This is an optimization exercise on Yosys and OpenROAD, whose aim is small area and a short achievable clock period, not a production implementation. The RTL was checked by simulation tests, not by an equivalence proof against the original design. The clock port is modelled as an ideal driver; clocking choices that lean on that would not hold on a real chip. No activity file was given, so power comes from the tool's default toggle rates.

==> v25 <==
## frameReadout
module frameReadout (
	input logic clk,
	input logic rst,
	input logic [frameReadoutPkg::NumChan-1:0] strobe,
	input logic wrEn,
	input logic [frameReadoutPkg::ChanWidth-1:0] wrChan,
	input logic [frameReadoutPkg::AdrWidth-1:0] wrAdr,
	input logic [frameReadoutPkg::DataWidth-1:0] wrData,
	output logic txd,
	output logic busy
);
==> flow/config.mk <==
export PLATFORM = sky130hd
export DESIGN_NAME = frameReadout
export DESIGN_NICKNAME = frameReadout
export VERILOG_FILES = /design/flow/design.v
export SDC_FILE = /design/flow/constraint.sdc
export NUM_CORES = 4
export LEC_CHECK = 0
export CAP_MARGIN = 20
export CORE_MARGIN = 2
export CORE_UTILIZATION = 40
export CTS_BUF_LIST = sky130_fd_sc_hd__clkbuf_8 sky130_fd_sc_hd__clkbuf_16
export CTS_CLUSTER_DIAMETER = 60
export CTS_CLUSTER_SIZE = 20
export SETUP_SLACK_MARGIN = 3.0
export SLEW_MARGIN = 20
==> flow/constraint.sdc <==
create_clock -name core_clock -period 5.0 [get_ports {clk}]
set_input_delay 1.0000 -clock core_clock [delete_from_list [all_inputs] [get_ports {clk}]]
set_output_delay 1.0000 -clock core_clock [all_outputs]
set_load 0.01 [all_outputs]
standard.sh (not shown) runs the stock make flow with config.mk's settings and CLKGATE_MAP_FILE= SYNTH_SCRIPT=/design/flow/synth_recipe.tcl, a recipe that flattens the netlist after the stock synthesis.
==> flow/flow/run.sh <==
#!/bin/bash
set -euo pipefail
here=$(pwd)
res=$here/orfs/results/sky130hd/frameReadout/base
bash standard.sh cts > standard_cts.log 2>&1
CTS_ODB=$res/4_cts.odb OUT_ODB=$res/4_cts.odb openroad -no_init -exit flow/unroot.tcl > unroot.log 2>&1
bash standard.sh finish > standard_finish.log 2>&1
==> flow/flow/unroot.tcl <==
# Drop the clock tree's root buffer and let the clock port drive its loads, when they are few.
set db_file $::env(CTS_ODB)
read_db $db_file
set block [ord::get_db_block]
set port_net [[$block findBTerm clk] getNet]
set loads {}
foreach it [$port_net getITerms] { lappend loads $it }
puts "clock port loads: [llength $loads]"
if {[llength $loads] == 1} {
  set root [[lindex $loads 0] getInst]
  set out_net ""
  foreach it [$root getITerms] {
    if {[$it isOutputSignal]} { set out_net [$it getNet] }
  }
  set subs {}
  foreach it [$out_net getITerms] { if {[$it isInputSignal]} { lappend subs $it } }
  puts "root [$root getName] ([[$root getMaster] getName]) drives [llength $subs] pins"
  if {[llength $subs] <= 4} {
    foreach it $subs { $it disconnect; $it connect $port_net }
    odb::dbInst_destroy $root
    odb::dbNet_destroy $out_net
    puts "root buffer removed"
    write_db $::env(OUT_ODB)
  }
}
==> inputs of v27, as changes to v25 <==
==> flow/config.mk (replaced) <==
export PLATFORM = sky130hd
export DESIGN_NAME = frameReadout
export DESIGN_NICKNAME = frameReadout
export VERILOG_FILES = /design/flow/design.v
export SDC_FILE = /design/flow/constraint.sdc
export NUM_CORES = 4
export LEC_CHECK = 0
export CAP_MARGIN = 20
export CORE_MARGIN = 2
export CORE_UTILIZATION = 40
export CTS_BUF_LIST = sky130_fd_sc_hd__clkbuf_16
export CTS_CLUSTER_DIAMETER = 80
export CTS_CLUSTER_SIZE = 30
export SETUP_SLACK_MARGIN = 3.3
export SLEW_MARGIN = 20
==> inputs of v32, as changes to v25 <==
--- a/flow/design.v
+++ b/flow/design.v
@@ -5,16 +5,19 @@
 	localparam int AdrWidth = 5;
 	localparam int ChanWidth = 3;
 	localparam int DataWidth = 8;
 	localparam int RingA = 16;
 	localparam int RingB = 2;
 	localparam int SlotWidth = 8;
 	localparam logic [SlotWidth-1:0] SlotFirst = 8'd199;  
 	localparam logic [SlotWidth-1:0] SlotLast = 8'd166;   
+	localparam logic [SlotWidth-1:0] WinFirst = 8'd192;   
+	localparam logic [SlotWidth-1:0] CapLast = 8'd240;    
+	localparam logic [SlotWidth-1:0] FwdLast = 8'd238;    
 	localparam logic [AdrWidth-1:0] WordLast = AdrWidth'(FrameWords - 1);
 endpackage
 `default_nettype wire
 `timescale 1ns/1ns
 `default_nettype none
 module strobeSync (
 	input logic clk,
 	input logic rst,
@@ -90,17 +93,17 @@
 	input logic clk,
 	input logic wrEn,
 	input logic [frameReadoutPkg::ChanWidth-1:0] wrChan,
 	input logic [frameReadoutPkg::AdrWidth-1:0] wrAdr,
 	input logic [frameReadoutPkg::DataWidth-1:0] wrData,
 	input logic [frameReadoutPkg::NumChan-1:0] rdChan,  
 	input logic [frameReadoutPkg::AdrWidth-1:0] rdAdr,
 	input logic [frameReadoutPkg::SlotWidth-1:0] slotCnt,
-	output logic [frameReadoutPkg::DataWidth-1:0] byteOutN  
+	output logic [frameReadoutPkg::DataWidth-1:0] byteOut
 );
 	localparam int NC = frameReadoutPkg::NumChan;
 	localparam int DW = frameReadoutPkg::DataWidth;
 	localparam int RA = frameReadoutPkg::RingA;
 	localparam int RB = frameReadoutPkg::RingB;
 	logic [DW-1:0] ringA [NC][RA];
 	logic [DW-1:0] ringB [NC][RB];
 	logic [3:0] phase;
@@ -110,84 +113,61 @@
 	logic [3:0] posHiN;
 	logic [3:0] posLo;
 	logic [3:0] posLoN;
 	logic [RB-1:0] posB;
 	logic [RB-1:0] posBN;
 	logic [DW-1:0] wrByte;
 	logic [DW-1:0] wrByteN;
 	logic fwdHit;
-	logic [DW-1:0] dataRegN;
+	logic [DW-1:0] dataReg;
 	logic adrOk;
 	logic [NC-1:0] chanDec;
-	logic [3:0] adrLo;    
-	logic [3:0] adrHi;    
-	logic [3:0] phaseLo;  
-	logic [3:0] phaseHi;  
-	logic borrow;
-	logic [3:0] hiSame;   
+	logic [3:0] placeA;
 	logic [3:0] hiNext;
 	logic [3:0] loNext;
 	logic [RB-1:0] bNext;
-	logic capPre;
 	logic fwdWin;
-	logic [NC-1:0] tapSelA;
-	logic [NC-1:0] tapSelB;
-	logic [DW-1:0] tapRawN;
+	logic capWin;
+	logic matchA;
+	logic matchB;
+	logic [DW-1:0] tapByte;
 	logic [DW-1:0] ring0 [NC][RA+RB];  
 	logic [DW-1:0] ringD [NC][RA+RB];
 	assign adrOk = ~wrAdr[4] | (wrAdr[3:1] == 3'd0);
 	always_comb begin
 		for (int c = 0; c < NC; c++) begin
 			chanDec[c] = (wrChan == frameReadoutPkg::ChanWidth'(c));
 		end
-		for (int i = 0; i < 4; i++) begin
-			adrLo[i] = (wrAdr[1:0] == 2'(i));
-			adrHi[i] = (wrAdr[3:2] == 2'(i));
-			phaseLo[i] = (phase[1:0] == 2'(i));
-			phaseHi[i] = (phase[3:2] == 2'(i));
-		end
 	end
+	assign placeA = phase - wrAdr[3:0];
 	always_comb begin
-		borrow = 1'b0;
-		for (int j = 0; j < 4; j++) begin
-			for (int k = 0; k < j; k++) begin
-				borrow = borrow | (adrLo[j] & phaseLo[k]);
-			end
-		end
 		for (int i = 0; i < 4; i++) begin
-			loNext[i] = 1'b0;
-			hiSame[i] = 1'b0;
-			for (int j = 0; j < 4; j++) begin
-				loNext[i] = loNext[i] | (adrLo[j] & phaseLo[(j + i) % 4]);
-				hiSame[i] = hiSame[i] | (adrHi[j] & phaseHi[(j + i) % 4]);
-			end
-		end
-		for (int i = 0; i < 4; i++) begin
-			hiNext[i] = ~wrAdr[4] & (borrow ? hiSame[(i + 1) % 4] : hiSame[i]);
+			hiNext[i] = ~wrAdr[4] && (placeA[3:2] == 2'(i));
+			loNext[i] = (placeA[1:0] == 2'(i));
 		end
 		for (int q = 0; q < RB; q++) begin
-			bNext[q] = wrAdr[4] & ((wrAdr[0] ^ phase[0]) == 1'(q));
+			bNext[q] = wrAdr[4] && ((wrAdr[0] ^ phase[0]) == 1'(q));
 		end
 	end
-	assign capPre = slotCnt[7] & slotCnt[6] & (slotCnt[5] ^ slotCnt[4]);  
-	assign fwdWin = capPre & ~(slotCnt == 8'd239);
+	assign fwdWin = (slotCnt >= frameReadoutPkg::WinFirst) && (slotCnt <= frameReadoutPkg::FwdLast);
+	assign capWin = (slotCnt >= frameReadoutPkg::WinFirst) && (slotCnt <= frameReadoutPkg::CapLast);
 	always_ff @(posedge clk) begin
 		phase <= phase + 1'b1;
 		wrSel <= chanDec & {NC{wrEn & adrOk}};
 		wrSelN <= ~(chanDec & {NC{wrEn & adrOk}});
 		posHi <= hiNext;
 		posHiN <= ~hiNext;
 		posLo <= loNext;
 		posLoN <= ~loNext;
 		posB <= bNext;
 		posBN <= ~bNext;
 		wrByte <= wrData;
 		wrByteN <= ~wrData;
-		fwdHit <= wrEn & fwdWin & ((chanDec & rdChan) != '0) & (wrAdr == rdAdr);
+		fwdHit <= wrEn && fwdWin && ((chanDec & rdChan) != '0) && (wrAdr == rdAdr);
 	end
 	always_comb begin
 		for (int c = 0; c < NC; c++) begin
 			for (int p = 0; p < RA; p++) begin
 				ring0[c][p] = ringA[c][p];
 			end
 			for (int q = 0; q < RB; q++) begin
 				ring0[c][RA + q] = ringB[c][q];
@@ -218,58 +198,57 @@
 			for (int p = 0; p < RA; p++) begin
 				ringA[c][p] <= ringD[c][p];
 			end
 			for (int q = 0; q < RB; q++) begin
 				ringB[c][q] <= ringD[c][RA + q];
 			end
 		end
 	end
-	always_ff @(posedge clk) begin
-		tapSelA <= rdChan & {NC{capPre & ~rdAdr[4] & (rdAdr[3:0] == phase)}};
-		tapSelB <= rdChan & {NC{capPre & rdAdr[4] & (rdAdr[0] == phase[0])}};
-	end
+	assign matchA = capWin && ~rdAdr[4] && (rdAdr[3:0] == phase);
+	assign matchB = capWin && rdAdr[4] && (rdAdr[0] == phase[0]);
 	always_comb begin
-		tapRawN = '0;
+		tapByte = '0;
 		for (int c = 0; c < NC; c++) begin
-			tapRawN = tapRawN | (ringA[c][15] & {DW{tapSelA[c]}}) | (ringB[c][1] & {DW{tapSelB[c]}});
+			tapByte = tapByte | (ringA[c][14] & {DW{rdChan[c] & matchA}})
+				| (ringB[c][0] & {DW{rdChan[c] & matchB}});
 		end
 	end
 	always_ff @(posedge clk) begin
 		if (fwdHit) begin
-			dataRegN <= wrByteN;
-		end else if ((tapSelA | tapSelB) != '0) begin
-			dataRegN <= tapRawN;
+			dataReg <= wrByte;
+		end else if (matchA || matchB) begin
+			dataReg <= tapByte;
 		end
 	end
-	assign byteOutN = dataRegN;
+	assign byteOut = dataReg;
 endmodule
 `default_nettype wire
 `timescale 1ns/1ns
 `default_nettype none
 module uartTx (
 	input logic clk,
 	input logic rst,
 	input logic reading,
 	input logic [frameReadoutPkg::SlotWidth-1:0] slotCnt,
-	input logic [frameReadoutPkg::DataWidth-1:0] byteInN,  
+	input logic [frameReadoutPkg::DataWidth-1:0] byteIn,
 	output logic txd
 );
 	logic [3:0] bitNo;
 	logic txdLow;  
 	assign bitNo = slotCnt[7:4];
 	always_ff @(posedge clk or negedge rst) begin
 		if (!rst) begin
 			txdLow <= 1'b0;  
 		end else if (!reading) begin
 			txdLow <= 1'b0;
 		end else if (bitNo[3]) begin
 			txdLow <= (bitNo == 4'd15);
 		end else begin
-			txdLow <= byteInN[bitNo[2:0]];  
+			txdLow <= ~byteIn[bitNo[2:0]];  
 		end
 	end
 	assign txd = ~txdLow;
 endmodule
 `default_nettype wire
 `timescale 1ns/1ns
 `default_nettype none
 module frameReadout (
@@ -280,17 +259,17 @@
 	input logic [frameReadoutPkg::ChanWidth-1:0] wrChan,
 	input logic [frameReadoutPkg::AdrWidth-1:0] wrAdr,
 	input logic [frameReadoutPkg::DataWidth-1:0] wrData,
 	output logic txd,
 	output logic busy
 );
 	logic [frameReadoutPkg::NumChan-1:0] pending;
 	logic [frameReadoutPkg::NumChan-1:0] grant;
-	logic [frameReadoutPkg::DataWidth-1:0] byteOutN;
+	logic [frameReadoutPkg::DataWidth-1:0] byteOut;
 	logic [frameReadoutPkg::SlotWidth-1:0] slotCnt;
 	logic [frameReadoutPkg::AdrWidth-1:0] wordCnt;
 	logic [frameReadoutPkg::NumChan-1:0] chanSel;
 	strobeSync i_strobeSync (
 		.clk(clk),
 		.rst(rst),
 		.strobe(strobe),
 		.grant(grant),
@@ -310,20 +289,20 @@
 		.clk(clk),
 		.wrEn(wrEn),
 		.wrChan(wrChan),
 		.wrAdr(wrAdr),
 		.wrData(wrData),
 		.rdChan(chanSel),
 		.rdAdr(wordCnt),
 		.slotCnt(slotCnt),
-		.byteOutN(byteOutN)
+		.byteOut(byteOut)
 	);
 	uartTx i_uartTx (
 		.clk(clk),
 		.rst(rst),
 		.reading(busy),
 		.slotCnt(slotCnt),
-		.byteInN(byteOutN),
+		.byteIn(byteOut),
 		.txd(txd)
 	);
 endmodule
 `default_nettype wire
==> flow/run.sh (new file) <==
#!/bin/bash
# synth_recipe.tcl (not shown) runs the flow's synth.tcl, then flattens the netlist and writes it again
# the make line also repeats each setting of config.mk as NAME=value (left out here)
make -C /OpenROAD-flow-scripts/flow DESIGN_CONFIG=/design/flow/config.mk WORK_HOME=/design/flow/orfs CLKGATE_MAP_FILE= SYNTH_SCRIPT=/design/flow/synth_recipe.tcl finish
==> flow/config.mk (replaced) <==
export PLATFORM = sky130hd
export DESIGN_NAME = frameReadout
export DESIGN_NICKNAME = frameReadout
export VERILOG_FILES = /design/flow/design.v
export SDC_FILE = /design/flow/constraint.sdc
export NUM_CORES = 4
export LEC_CHECK = 0
export CAP_MARGIN = 20
export CORE_MARGIN = 2
export CORE_UTILIZATION = 40
export CTS_BUF_LIST = sky130_fd_sc_hd__clkbuf_16
export CTS_CLUSTER_DIAMETER = 80
export CTS_CLUSTER_SIZE = 30
export SETUP_SLACK_MARGIN = 2.9
export SLEW_MARGIN = 20
removed: flow/flow/run.sh
removed: flow/flow/unroot.tcl
removed: flow/standard.sh
==> inputs of v22, as changes to v25 <==
--- a/flow/design.v
+++ b/flow/design.v
@@ -5,16 +5,19 @@
 	localparam int AdrWidth = 5;
 	localparam int ChanWidth = 3;
 	localparam int DataWidth = 8;
 	localparam int RingA = 16;
 	localparam int RingB = 2;
 	localparam int SlotWidth = 8;
 	localparam logic [SlotWidth-1:0] SlotFirst = 8'd199;  
 	localparam logic [SlotWidth-1:0] SlotLast = 8'd166;   
+	localparam logic [SlotWidth-1:0] WinFirst = 8'd192;   
+	localparam logic [SlotWidth-1:0] CapLast = 8'd240;    
+	localparam logic [SlotWidth-1:0] FwdLast = 8'd238;    
 	localparam logic [AdrWidth-1:0] WordLast = AdrWidth'(FrameWords - 1);
 endpackage
 `default_nettype wire
 `timescale 1ns/1ns
 `default_nettype none
 module strobeSync (
 	input logic clk,
 	input logic rst,
@@ -90,17 +93,17 @@
 	input logic clk,
 	input logic wrEn,
 	input logic [frameReadoutPkg::ChanWidth-1:0] wrChan,
 	input logic [frameReadoutPkg::AdrWidth-1:0] wrAdr,
 	input logic [frameReadoutPkg::DataWidth-1:0] wrData,
 	input logic [frameReadoutPkg::NumChan-1:0] rdChan,  
 	input logic [frameReadoutPkg::AdrWidth-1:0] rdAdr,
 	input logic [frameReadoutPkg::SlotWidth-1:0] slotCnt,
-	output logic [frameReadoutPkg::DataWidth-1:0] byteOutN  
+	output logic [frameReadoutPkg::DataWidth-1:0] byteOut
 );
 	localparam int NC = frameReadoutPkg::NumChan;
 	localparam int DW = frameReadoutPkg::DataWidth;
 	localparam int RA = frameReadoutPkg::RingA;
 	localparam int RB = frameReadoutPkg::RingB;
 	logic [DW-1:0] ringA [NC][RA];
 	logic [DW-1:0] ringB [NC][RB];
 	logic [3:0] phase;
@@ -110,84 +113,61 @@
 	logic [3:0] posHiN;
 	logic [3:0] posLo;
 	logic [3:0] posLoN;
 	logic [RB-1:0] posB;
 	logic [RB-1:0] posBN;
 	logic [DW-1:0] wrByte;
 	logic [DW-1:0] wrByteN;
 	logic fwdHit;
-	logic [DW-1:0] dataRegN;
+	logic [DW-1:0] dataReg;
 	logic adrOk;
 	logic [NC-1:0] chanDec;
-	logic [3:0] adrLo;    
-	logic [3:0] adrHi;    
-	logic [3:0] phaseLo;  
-	logic [3:0] phaseHi;  
-	logic borrow;
-	logic [3:0] hiSame;   
+	logic [3:0] placeA;
 	logic [3:0] hiNext;
 	logic [3:0] loNext;
 	logic [RB-1:0] bNext;
-	logic capPre;
 	logic fwdWin;
-	logic [NC-1:0] tapSelA;
-	logic [NC-1:0] tapSelB;
-	logic [DW-1:0] tapRawN;
+	logic capWin;
+	logic matchA;
+	logic matchB;
+	logic [DW-1:0] tapByte;
 	logic [DW-1:0] ring0 [NC][RA+RB];  
 	logic [DW-1:0] ringD [NC][RA+RB];
 	assign adrOk = ~wrAdr[4] | (wrAdr[3:1] == 3'd0);
 	always_comb begin
 		for (int c = 0; c < NC; c++) begin
 			chanDec[c] = (wrChan == frameReadoutPkg::ChanWidth'(c));
 		end
-		for (int i = 0; i < 4; i++) begin
-			adrLo[i] = (wrAdr[1:0] == 2'(i));
-			adrHi[i] = (wrAdr[3:2] == 2'(i));
-			phaseLo[i] = (phase[1:0] == 2'(i));
-			phaseHi[i] = (phase[3:2] == 2'(i));
-		end
 	end
+	assign placeA = phase - wrAdr[3:0];
 	always_comb begin
-		borrow = 1'b0;
-		for (int j = 0; j < 4; j++) begin
-			for (int k = 0; k < j; k++) begin
-				borrow = borrow | (adrLo[j] & phaseLo[k]);
-			end
-		end
 		for (int i = 0; i < 4; i++) begin
-			loNext[i] = 1'b0;
-			hiSame[i] = 1'b0;
-			for (int j = 0; j < 4; j++) begin
-				loNext[i] = loNext[i] | (adrLo[j] & phaseLo[(j + i) % 4]);
-				hiSame[i] = hiSame[i] | (adrHi[j] & phaseHi[(j + i) % 4]);
-			end
-		end
-		for (int i = 0; i < 4; i++) begin
-			hiNext[i] = ~wrAdr[4] & (borrow ? hiSame[(i + 1) % 4] : hiSame[i]);
+			hiNext[i] = ~wrAdr[4] && (placeA[3:2] == 2'(i));
+			loNext[i] = (placeA[1:0] == 2'(i));
 		end
 		for (int q = 0; q < RB; q++) begin
-			bNext[q] = wrAdr[4] & ((wrAdr[0] ^ phase[0]) == 1'(q));
+			bNext[q] = wrAdr[4] && ((wrAdr[0] ^ phase[0]) == 1'(q));
 		end
 	end
-	assign capPre = slotCnt[7] & slotCnt[6] & (slotCnt[5] ^ slotCnt[4]);  
-	assign fwdWin = capPre & ~(slotCnt == 8'd239);
+	assign fwdWin = (slotCnt >= frameReadoutPkg::WinFirst) && (slotCnt <= frameReadoutPkg::FwdLast);
+	assign capWin = (slotCnt >= frameReadoutPkg::WinFirst) && (slotCnt <= frameReadoutPkg::CapLast);
 	always_ff @(posedge clk) begin
 		phase <= phase + 1'b1;
 		wrSel <= chanDec & {NC{wrEn & adrOk}};
 		wrSelN <= ~(chanDec & {NC{wrEn & adrOk}});
 		posHi <= hiNext;
 		posHiN <= ~hiNext;
 		posLo <= loNext;
 		posLoN <= ~loNext;
 		posB <= bNext;
 		posBN <= ~bNext;
 		wrByte <= wrData;
 		wrByteN <= ~wrData;
-		fwdHit <= wrEn & fwdWin & ((chanDec & rdChan) != '0) & (wrAdr == rdAdr);
+		fwdHit <= wrEn && fwdWin && ((chanDec & rdChan) != '0) && (wrAdr == rdAdr);
 	end
 	always_comb begin
 		for (int c = 0; c < NC; c++) begin
 			for (int p = 0; p < RA; p++) begin
 				ring0[c][p] = ringA[c][p];
 			end
 			for (int q = 0; q < RB; q++) begin
 				ring0[c][RA + q] = ringB[c][q];
@@ -218,58 +198,57 @@
 			for (int p = 0; p < RA; p++) begin
 				ringA[c][p] <= ringD[c][p];
 			end
 			for (int q = 0; q < RB; q++) begin
 				ringB[c][q] <= ringD[c][RA + q];
 			end
 		end
 	end
-	always_ff @(posedge clk) begin
-		tapSelA <= rdChan & {NC{capPre & ~rdAdr[4] & (rdAdr[3:0] == phase)}};
-		tapSelB <= rdChan & {NC{capPre & rdAdr[4] & (rdAdr[0] == phase[0])}};
-	end
+	assign matchA = capWin && ~rdAdr[4] && (rdAdr[3:0] == phase);
+	assign matchB = capWin && rdAdr[4] && (rdAdr[0] == phase[0]);
 	always_comb begin
-		tapRawN = '0;
+		tapByte = '0;
 		for (int c = 0; c < NC; c++) begin
-			tapRawN = tapRawN | (ringA[c][15] & {DW{tapSelA[c]}}) | (ringB[c][1] & {DW{tapSelB[c]}});
+			tapByte = tapByte | (ringA[c][14] & {DW{rdChan[c] & matchA}})
+				| (ringB[c][0] & {DW{rdChan[c] & matchB}});
 		end
 	end
 	always_ff @(posedge clk) begin
 		if (fwdHit) begin
-			dataRegN <= wrByteN;
-		end else if ((tapSelA | tapSelB) != '0) begin
-			dataRegN <= tapRawN;
+			dataReg <= wrByte;
+		end else if (matchA || matchB) begin
+			dataReg <= tapByte;
 		end
 	end
-	assign byteOutN = dataRegN;
+	assign byteOut = dataReg;
 endmodule
 `default_nettype wire
 `timescale 1ns/1ns
 `default_nettype none
 module uartTx (
 	input logic clk,
 	input logic rst,
 	input logic reading,
 	input logic [frameReadoutPkg::SlotWidth-1:0] slotCnt,
-	input logic [frameReadoutPkg::DataWidth-1:0] byteInN,  
+	input logic [frameReadoutPkg::DataWidth-1:0] byteIn,
 	output logic txd
 );
 	logic [3:0] bitNo;
 	logic txdLow;  
 	assign bitNo = slotCnt[7:4];
 	always_ff @(posedge clk or negedge rst) begin
 		if (!rst) begin
 			txdLow <= 1'b0;  
 		end else if (!reading) begin
 			txdLow <= 1'b0;
 		end else if (bitNo[3]) begin
 			txdLow <= (bitNo == 4'd15);
 		end else begin
-			txdLow <= byteInN[bitNo[2:0]];  
+			txdLow <= ~byteIn[bitNo[2:0]];  
 		end
 	end
 	assign txd = ~txdLow;
 endmodule
 `default_nettype wire
 `timescale 1ns/1ns
 `default_nettype none
 module frameReadout (
@@ -280,17 +259,17 @@
 	input logic [frameReadoutPkg::ChanWidth-1:0] wrChan,
 	input logic [frameReadoutPkg::AdrWidth-1:0] wrAdr,
 	input logic [frameReadoutPkg::DataWidth-1:0] wrData,
 	output logic txd,
 	output logic busy
 );
 	logic [frameReadoutPkg::NumChan-1:0] pending;
 	logic [frameReadoutPkg::NumChan-1:0] grant;
-	logic [frameReadoutPkg::DataWidth-1:0] byteOutN;
+	logic [frameReadoutPkg::DataWidth-1:0] byteOut;
 	logic [frameReadoutPkg::SlotWidth-1:0] slotCnt;
 	logic [frameReadoutPkg::AdrWidth-1:0] wordCnt;
 	logic [frameReadoutPkg::NumChan-1:0] chanSel;
 	strobeSync i_strobeSync (
 		.clk(clk),
 		.rst(rst),
 		.strobe(strobe),
 		.grant(grant),
@@ -310,20 +289,20 @@
 		.clk(clk),
 		.wrEn(wrEn),
 		.wrChan(wrChan),
 		.wrAdr(wrAdr),
 		.wrData(wrData),
 		.rdChan(chanSel),
 		.rdAdr(wordCnt),
 		.slotCnt(slotCnt),
-		.byteOutN(byteOutN)
+		.byteOut(byteOut)
 	);
 	uartTx i_uartTx (
 		.clk(clk),
 		.rst(rst),
 		.reading(busy),
 		.slotCnt(slotCnt),
-		.byteInN(byteOutN),
+		.byteIn(byteOut),
 		.txd(txd)
 	);
 endmodule
 `default_nettype wire
--- a/flow/config.mk
+++ b/flow/config.mk
@@ -6,10 +6,10 @@
 export NUM_CORES = 4
 export LEC_CHECK = 0
 export CAP_MARGIN = 20
 export CORE_MARGIN = 2
 export CORE_UTILIZATION = 40
 export CTS_BUF_LIST = sky130_fd_sc_hd__clkbuf_8 sky130_fd_sc_hd__clkbuf_16
 export CTS_CLUSTER_DIAMETER = 60
 export CTS_CLUSTER_SIZE = 20
-export SETUP_SLACK_MARGIN = 3.0
+export SETUP_SLACK_MARGIN = 3.2
 export SLEW_MARGIN = 20
==> summary of the runs <==
- Die area is the same in v32 and v22.
- Sequential cell count: v32 is lower than v27 (10).
- The highest non-clock buffer count belongs to v22, the lowest to v32.
- Of v22 and v27, v27 has the higher synthesized cell count (gap 1.0%, measured against v27).
- Of v27 and v25, v27 has the higher combinational power (gap 4.2%, measured against v25).
- Of v27 and v22, v22 has the higher sequential power (gap about 0.7%, measured against v22).
- Against v32, the clock power of v25 is larger by 20%.

==> separate check: timing with driven ports <==
No port has a modelled driver above. Below, the same layouts with a new extraction and two added sets of constraints.
Step 1 (the two cells are an assumption about what drives the block):
set clk [get_ports {clk}]
set_driving_cell -lib_cell sky130_fd_sc_hd__clkbuf_16 $clk
set_driving_cell -lib_cell sky130_fd_sc_hd__buf_2 [delete_from_list [all_inputs] $clk]
Step 2 times the ports against the registers' clock, not the clock port: input delays grow and output delays shrink by t, the midpoint of the rising clock arrivals with the driver on.
Three values: no drivers, after step 1, after step 2; two values: the first two.
run	t (ns)	slack for setup (ns)	latest minus earliest clock arrival (ns)
v25	0.538	2.961 / 2.894 / 2.596	0.033 / 0.032
v27	0.519	3.052 / 2.931 / 2.886	0.027 / 0.026
v32	0.633	2.870 / 2.815 / 2.346	0.020 / 0.020
v22	0.539	2.955 / 2.921 / 2.492	0.024 / 0.024
After both steps every run listed still meets setup and hold. The setup slack of v32, which loses most, moves by -0.055 ns with the drivers and by -0.524 ns with both steps.
